Background: an optimization exercise with open tools, aiming at small area, a short achievable clock period and few clock cycles per item. Do not read the settings as production practice. Function was checked by simulation only, so behaviour that the tests miss may differ from the original. Power and IR drop assume default switching activity.

Setup of xenon:
==> flow/design.v <==
package me_pkg;
	localparam int NUM_CAND        = 16;
	localparam int BLOCK_PIXELS    = 256;
	localparam int BEATS_PER_BLOCK = BLOCK_PIXELS + NUM_CAND - 1;
	localparam int IN_CREDITS  = 4;
	localparam int OUT_CREDITS = 2;
	localparam int IN_CNT_W  = $clog2(IN_CREDITS + 1);
	localparam int OUT_CNT_W = $clog2(OUT_CREDITS + 1);
	typedef logic [7:0] pixel_t;
	typedef logic [15:0] sad_t;
	typedef logic [3:0] mv_t;
	typedef logic [8:0] beat_t;
endpackage
`timescale 1ns/1ps
module pixel_feeder (
	input  logic           clk,
	input  logic           arst_n,
	input  logic           in_valid,
	input  me_pkg::pixel_t c_pix,
	input  me_pkg::pixel_t p_pix,
	output logic           in_credit,
	input  logic           res_pend,
	output logic           step,
	output me_pkg::pixel_t c,
	output me_pkg::pixel_t p,
	output me_pkg::beat_t  beat
);
	logic [me_pkg::IN_CNT_W-1:0] owed;
	me_pkg::beat_t               gpos;
	logic                        grant;
	always_ff @(posedge clk) begin
		c <= c_pix;
		p <= p_pix;
	end
	always_ff @(posedge clk or negedge arst_n) begin
		if (!arst_n) begin
			step <= 1'b0;
		end else begin
			step <= in_valid;
		end
	end
	always_ff @(posedge clk or negedge arst_n) begin
		if (!arst_n) begin
			beat <= '0;
		end else if (step) begin
			beat <= (beat == me_pkg::beat_t'(me_pkg::BEATS_PER_BLOCK - 1)) ? '0 : beat + 1'b1;
		end
	end
	assign grant = (owed != '0) &&
		!(res_pend && (gpos == me_pkg::beat_t'(me_pkg::BLOCK_PIXELS - 1)));
	always_ff @(posedge clk or negedge arst_n) begin
		if (!arst_n) begin
			owed      <= '0;
			gpos      <= me_pkg::beat_t'(me_pkg::IN_CREDITS);
			in_credit <= 1'b0;
		end else begin
			owed      <= owed + me_pkg::IN_CNT_W'(in_valid) - me_pkg::IN_CNT_W'(grant);
			in_credit <= grant;
			if (grant) begin
				gpos <= (gpos == me_pkg::beat_t'(me_pkg::BEATS_PER_BLOCK - 1)) ? '0 : gpos + 1'b1;
			end
		end
	end
endmodule
`timescale 1ns/1ps
module sad_pe (
	input  logic           clk,
	input  logic           arst_n,
	input  logic           step,
	input  logic           en,
	input  me_pkg::pixel_t c_in,
	input  logic [3:0]     c_nx_hi,
	input  me_pkg::pixel_t p,
	input  logic [3:0]     p_hi_d,
	input  logic           clr,
	output me_pkg::pixel_t c_out,
	output me_pkg::sad_t   sad
);
	always_ff @(posedge clk) begin
		if (step) begin
			c_out <= c_in;
		end
	end
	logic [4:0] ac;
	logic [3:0] xl;
	logic [4:0] gc;
	logic       hp;
	logic       gt;
	assign ac[0] = 1'b0;
	for (genvar i = 0; i < 4; i++) begin : g_a
		assign xl[i]   = c_in[i] ^ ~p[i] ^ ac[i];
		assign ac[i+1] = (c_in[i] & ~p[i]) | (ac[i] & (c_in[i] ^ ~p[i]));
	end
	assign gc[0] = 1'b0;
	for (genvar i = 4; i < 8; i++) begin : g_g
		assign gc[i-3] = (c_in[i] & ~p[i]) | (gc[i-4] & (c_in[i] ^ ~p[i]));
	end
	assign hp = (c_in[7:4] == p[7:4]);
	assign gt = gc[4] | (hp & ac[4]);
	logic [3:0] xl_r;
	logic       k_r;
	logic       gt_r;
	logic       en_r;
	always_ff @(posedge clk) begin
		xl_r <= xl | {4{~en}};
		k_r  <= ac[4];
		gt_r <= gt & en;
	end
	always_ff @(posedge clk or negedge arst_n) begin
		if (!arst_n) begin
			en_r <= 1'b0;
		end else begin
			en_r <= en;
		end
	end
	logic [4:0] bc;
	logic [3:0] xh;
	logic [3:0] dl;
	logic [4:0] lc;
	logic [3:0] s0;
	logic [3:0] dh_r;
	logic       cy4_r;
	assign bc[0] = k_r;
	for (genvar i = 0; i < 4; i++) begin : g_b
		assign xh[i]   = c_nx_hi[i] ^ ~p_hi_d[i] ^ bc[i];
		assign bc[i+1] = (c_nx_hi[i] & ~p_hi_d[i]) | (bc[i] & (c_nx_hi[i] ^ ~p_hi_d[i]));
	end
	assign dl    = xl_r ^ {4{~gt_r}};
	assign lc[0] = gt_r;
	for (genvar i = 0; i < 4; i++) begin : g_s0
		assign s0[i]   = sad[i] ^ dl[i] ^ lc[i];
		assign lc[i+1] = (sad[i] & dl[i]) | (lc[i] & (sad[i] ^ dl[i]));
	end
	always_ff @(posedge clk) begin
		dh_r  <= en_r ? (xh ^ {4{~gt_r}}) : 4'd0;
		cy4_r <= lc[4];
	end
	logic [4:0] mc;
	logic [3:0] s1;
	logic       cy8_r;
	assign mc[0] = cy4_r;
	for (genvar i = 0; i < 4; i++) begin : g_s1
		assign s1[i]   = sad[i+4] ^ dh_r[i] ^ mc[i];
		assign mc[i+1] = (sad[i+4] & dh_r[i]) | (mc[i] & (sad[i+4] ^ dh_r[i]));
	end
	always_ff @(posedge clk) begin
		cy8_r <= mc[4];
	end
	logic [7:0] s2;
	assign s2 = sad[15:8] + {7'd0, cy8_r};
	always_ff @(posedge clk) begin
		sad <= clr ? '0 : {s2, s1, s0};
	end
endmodule
`timescale 1ns/1ps
module best_match (
	input  logic           clk,
	input  logic           arst_n,
	input  logic           fin,
	input  logic [me_pkg::NUM_CAND-1:0][15:0] sads,
	output logic [me_pkg::NUM_CAND-1:0] rd,
	output logic           res_pend,
	output logic           out_valid,
	output me_pkg::mv_t    mv,
	output me_pkg::sad_t   sad,
	input  logic           out_credit
);
	logic [3:0]                   fin_d;
	me_pkg::mv_t                  ridx;
	logic                         cmp;
	me_pkg::sad_t                 cand_r;
	me_pkg::mv_t                  cidx;
	logic [me_pkg::OUT_CNT_W-1:0] credits;
	logic                         send;
	always_ff @(posedge clk or negedge arst_n) begin
		if (!arst_n) begin
			fin_d <= '0;
			ridx  <= '0;
			cmp   <= 1'b0;
		end else begin
			fin_d <= {fin_d[2:0], fin};
			cmp   <= fin_d[3];
			if (fin_d[3]) begin
				ridx <= ridx + 1'b1;
			end
		end
	end
	for (genvar d = 0; d < me_pkg::NUM_CAND; d++) begin : g_rd
		assign rd[d] = fin_d[3] && (ridx == me_pkg::mv_t'(d));
	end
	always_ff @(posedge clk) begin
		cand_r <= sads[ridx];
	end
	assign cidx = ridx - 1'b1;
	assign send = res_pend && (credits != '0);
	always_ff @(posedge clk) begin
		if (cmp && ((cidx == '0) || (cand_r < sad))) begin
			sad <= cand_r;
			mv  <= cidx;
		end
	end
	always_ff @(posedge clk or negedge arst_n) begin
		if (!arst_n) begin
			res_pend  <= 1'b0;
			out_valid <= 1'b0;
			credits   <= me_pkg::OUT_CNT_W'(me_pkg::OUT_CREDITS);
		end else begin
			if (cmp && (cidx == me_pkg::mv_t'(me_pkg::NUM_CAND - 1))) begin
				res_pend <= 1'b1;
			end else if (send) begin
				res_pend <= 1'b0;
			end
			out_valid <= send;
			credits   <= credits + me_pkg::OUT_CNT_W'(out_credit) - me_pkg::OUT_CNT_W'(send);
		end
	end
endmodule
`timescale 1ns/1ps
module mv_search_top (
	input  logic           clk,
	input  logic           arst_n,
	input  logic           in_valid,
	input  me_pkg::pixel_t c_pix,
	input  me_pkg::pixel_t p_pix,
	output logic           in_credit,
	output logic           out_valid,
	output me_pkg::mv_t    mv,
	output me_pkg::sad_t   sad,
	input  logic           out_credit
);
	logic           step;
	me_pkg::pixel_t p;
	logic [3:0]     p_hi_d;
	me_pkg::beat_t  beat;
	logic           res_pend;
	logic           fin;
	logic [1:0]     rst_q;
	logic           clr_all;
	me_pkg::pixel_t                    c_chain [me_pkg::NUM_CAND+1];
	logic [me_pkg::NUM_CAND-1:0][15:0] sads;
	logic [me_pkg::NUM_CAND-1:0]       en;
	logic [me_pkg::NUM_CAND-1:0]       rd;
	pixel_feeder u_feeder (
		.clk       (clk),
		.arst_n    (arst_n),
		.in_valid  (in_valid),
		.c_pix     (c_pix),
		.p_pix     (p_pix),
		.in_credit (in_credit),
		.res_pend  (res_pend),
		.step      (step),
		.c         (c_chain[0]),
		.p         (p),
		.beat      (beat)
	);
	always_ff @(posedge clk) begin
		p_hi_d <= p[7:4];
	end
	always_ff @(posedge clk or negedge arst_n) begin
		if (!arst_n) begin
			rst_q <= 2'b11;
		end else begin
			rst_q <= {rst_q[0], 1'b0};
		end
	end
	assign clr_all = rst_q[1];
	for (genvar d = 0; d < me_pkg::NUM_CAND; d++) begin : g_en
		assign en[d] = step && (beat >= me_pkg::beat_t'(d)) &&
			(beat <= me_pkg::beat_t'(me_pkg::BLOCK_PIXELS - 1 + d));
	end
	assign fin = step && (beat >= me_pkg::beat_t'(me_pkg::BLOCK_PIXELS - 1));
	for (genvar d = 0; d < me_pkg::NUM_CAND; d++) begin : g_pe
		sad_pe u_pe (
			.clk     (clk),
			.arst_n  (arst_n),
			.step    (step),
			.en      (en[d]),
			.c_in    (c_chain[d]),
			.c_nx_hi (c_chain[d+1][7:4]),
			.p       (p),
			.p_hi_d  (p_hi_d),
			.clr     (clr_all || rd[d]),
			.c_out   (c_chain[d+1]),
			.sad     (sads[d])
		);
	end
	best_match u_drain (
		.clk        (clk),
		.arst_n     (arst_n),
		.fin        (fin),
		.sads       (sads),
		.rd         (rd),
		.res_pend   (res_pend),
		.out_valid  (out_valid),
		.mv         (mv),
		.sad        (sad),
		.out_credit (out_credit)
	);
endmodule
make LEC_CHECK=0 CAP_MARGIN=20 CORE_MARGIN=2 CORE_UTILIZATION=40 SLEW_MARGIN=20 finish   # period 5.5 ns
run.sh (not shown) runs the stock make flow with config.mk's settings and CLKGATE_MAP_FILE= SYNTH_SCRIPT=/design/flow/synth_recipe.tcl, a recipe that flattens the netlist after the stock synthesis.
Testbench counts of xenon, summed over its fixed seeds: cycles 52,096, items 192.
Input-level comparison between harbor and xenon:
- an added SETUP_SLACK_MARGIN of 3.2
==> run notes <==
harbor has completed all stages; timing, DRC and antenna checks passed. Pre-CTS setup slack for harbor: 0.25 ns up relative to xenon. harbor has estimated wirelength of the detail-placed design above what xenon had. Against xenon, internal cell power in harbor came out worse. The endpoint of the most critical setup path comes out g_pe[9].u_pe.gt_r$_DFF_P_ in one run and u_feeder.owed[2]$_DFF_PN0_ in the other, namely in xenon and harbor respectively. On total length of routed wires, xenon beats harbor. Diff xenon -> harbor: number of gates on the worst path with buffers counted rose by 3; finished layout cell area rose by 3.3%. Between harbor and xenon, the smallest hold slack figures differ only marginally. Compared harbor vs xenon, and count of clock-buffer cells in the layout is up in harbor. The met3 track demand over resource in global routing of harbor falls short of that of xenon by 0.36 points.
Edits applied to the flow inputs when going from harbor to fjord:
- changing SETUP_SLACK_MARGIN from 3.2 to 3.6
Notes after the runs:
Every run in the comparison, harbor and fjord, completed the flow with a clean layout. Re count of clock-buffer cells in the layout: harbor was higher than fjord. Looking at share of the clock period used by the worst path, fjord sits 0.52 points above harbor. Fraction of final layout cells with drive strength greater than 1: fjord > harbor. | global-route usage | fjord vs harbor | 2.0 points higher |. From harbor to fjord the numbers moved as follows: leakage power +0.85 nW; number of cells in the finished layout apart from fillers increased by about 3.5% relative to the old numbers; total power increased by 0.0018 W relative to the old numbers. Simple-gate share of the synthesized area came out exactly the same in harbor and fjord. Comparing the two runs side by side, fjord comes out behind harbor on routed wire length.
#### Input delta (cedar over fjord)
- SETUP_SLACK_MARGIN changed from 3.6 to 2.5
==> run notes <==
Compared with fjord, cedar shows a higher final clock period utilization by the worst path. Diff fjord -> cedar: total global routing overflow about even; setup slack of the critical path after layout fell 0.41 ns.

## re-timing with driven ports
No port has a modelled driver above. Below, the same layouts with a new extraction and two added sets of constraints. Step 1 (the two cells are an assumption about what drives the block):
set clk [get_ports {clk}]
set_driving_cell -lib_cell sky130_fd_sc_hd__clkbuf_16 $clk
set_driving_cell -lib_cell sky130_fd_sc_hd__buf_2 [delete_from_list [all_inputs] $clk]
Step 2 times the ports against the registers' clock, not the clock port: input delays grow and output delays shrink by t, the midpoint of the rising clock arrivals with the driver on. Slacks: ideal ports / drivers / drivers and shift; pairs: ideal ports / drivers.
| run | t (ns) | slack for setup (ns) | hold slack, ns | clock arrival spread, ns | worst data-port slew with drivers (ns) |
|---|---|---|---|---|---|
| xenon | 0.664 | 2.243 / 2.243 / 2.243 | 0.349 / 0.349 / 0.349 | 0.019 / 0.020 | 0.05 |
| harbor | 0.665 | 3.125 / 3.125 / 2.969 | 0.347 / 0.347 / 0.347 | 0.026 / 0.026 | 0.04 |
| fjord | 0.665 | 3.097 / 3.097 / 2.948 | 0.350 / 0.350 / 0.350 | 0.033 / 0.033 | 0.04 |
| cedar | 0.666 | 2.683 / 2.683 / 2.683 | 0.346 / 0.346 / 0.346 | 0.025 / 0.024 | 0.05 |
After both steps setup and hold are still met in every run listed. The setup slack of harbor, which loses most, moves by 0.000 ns with the drivers and by -0.156 ns with both steps.
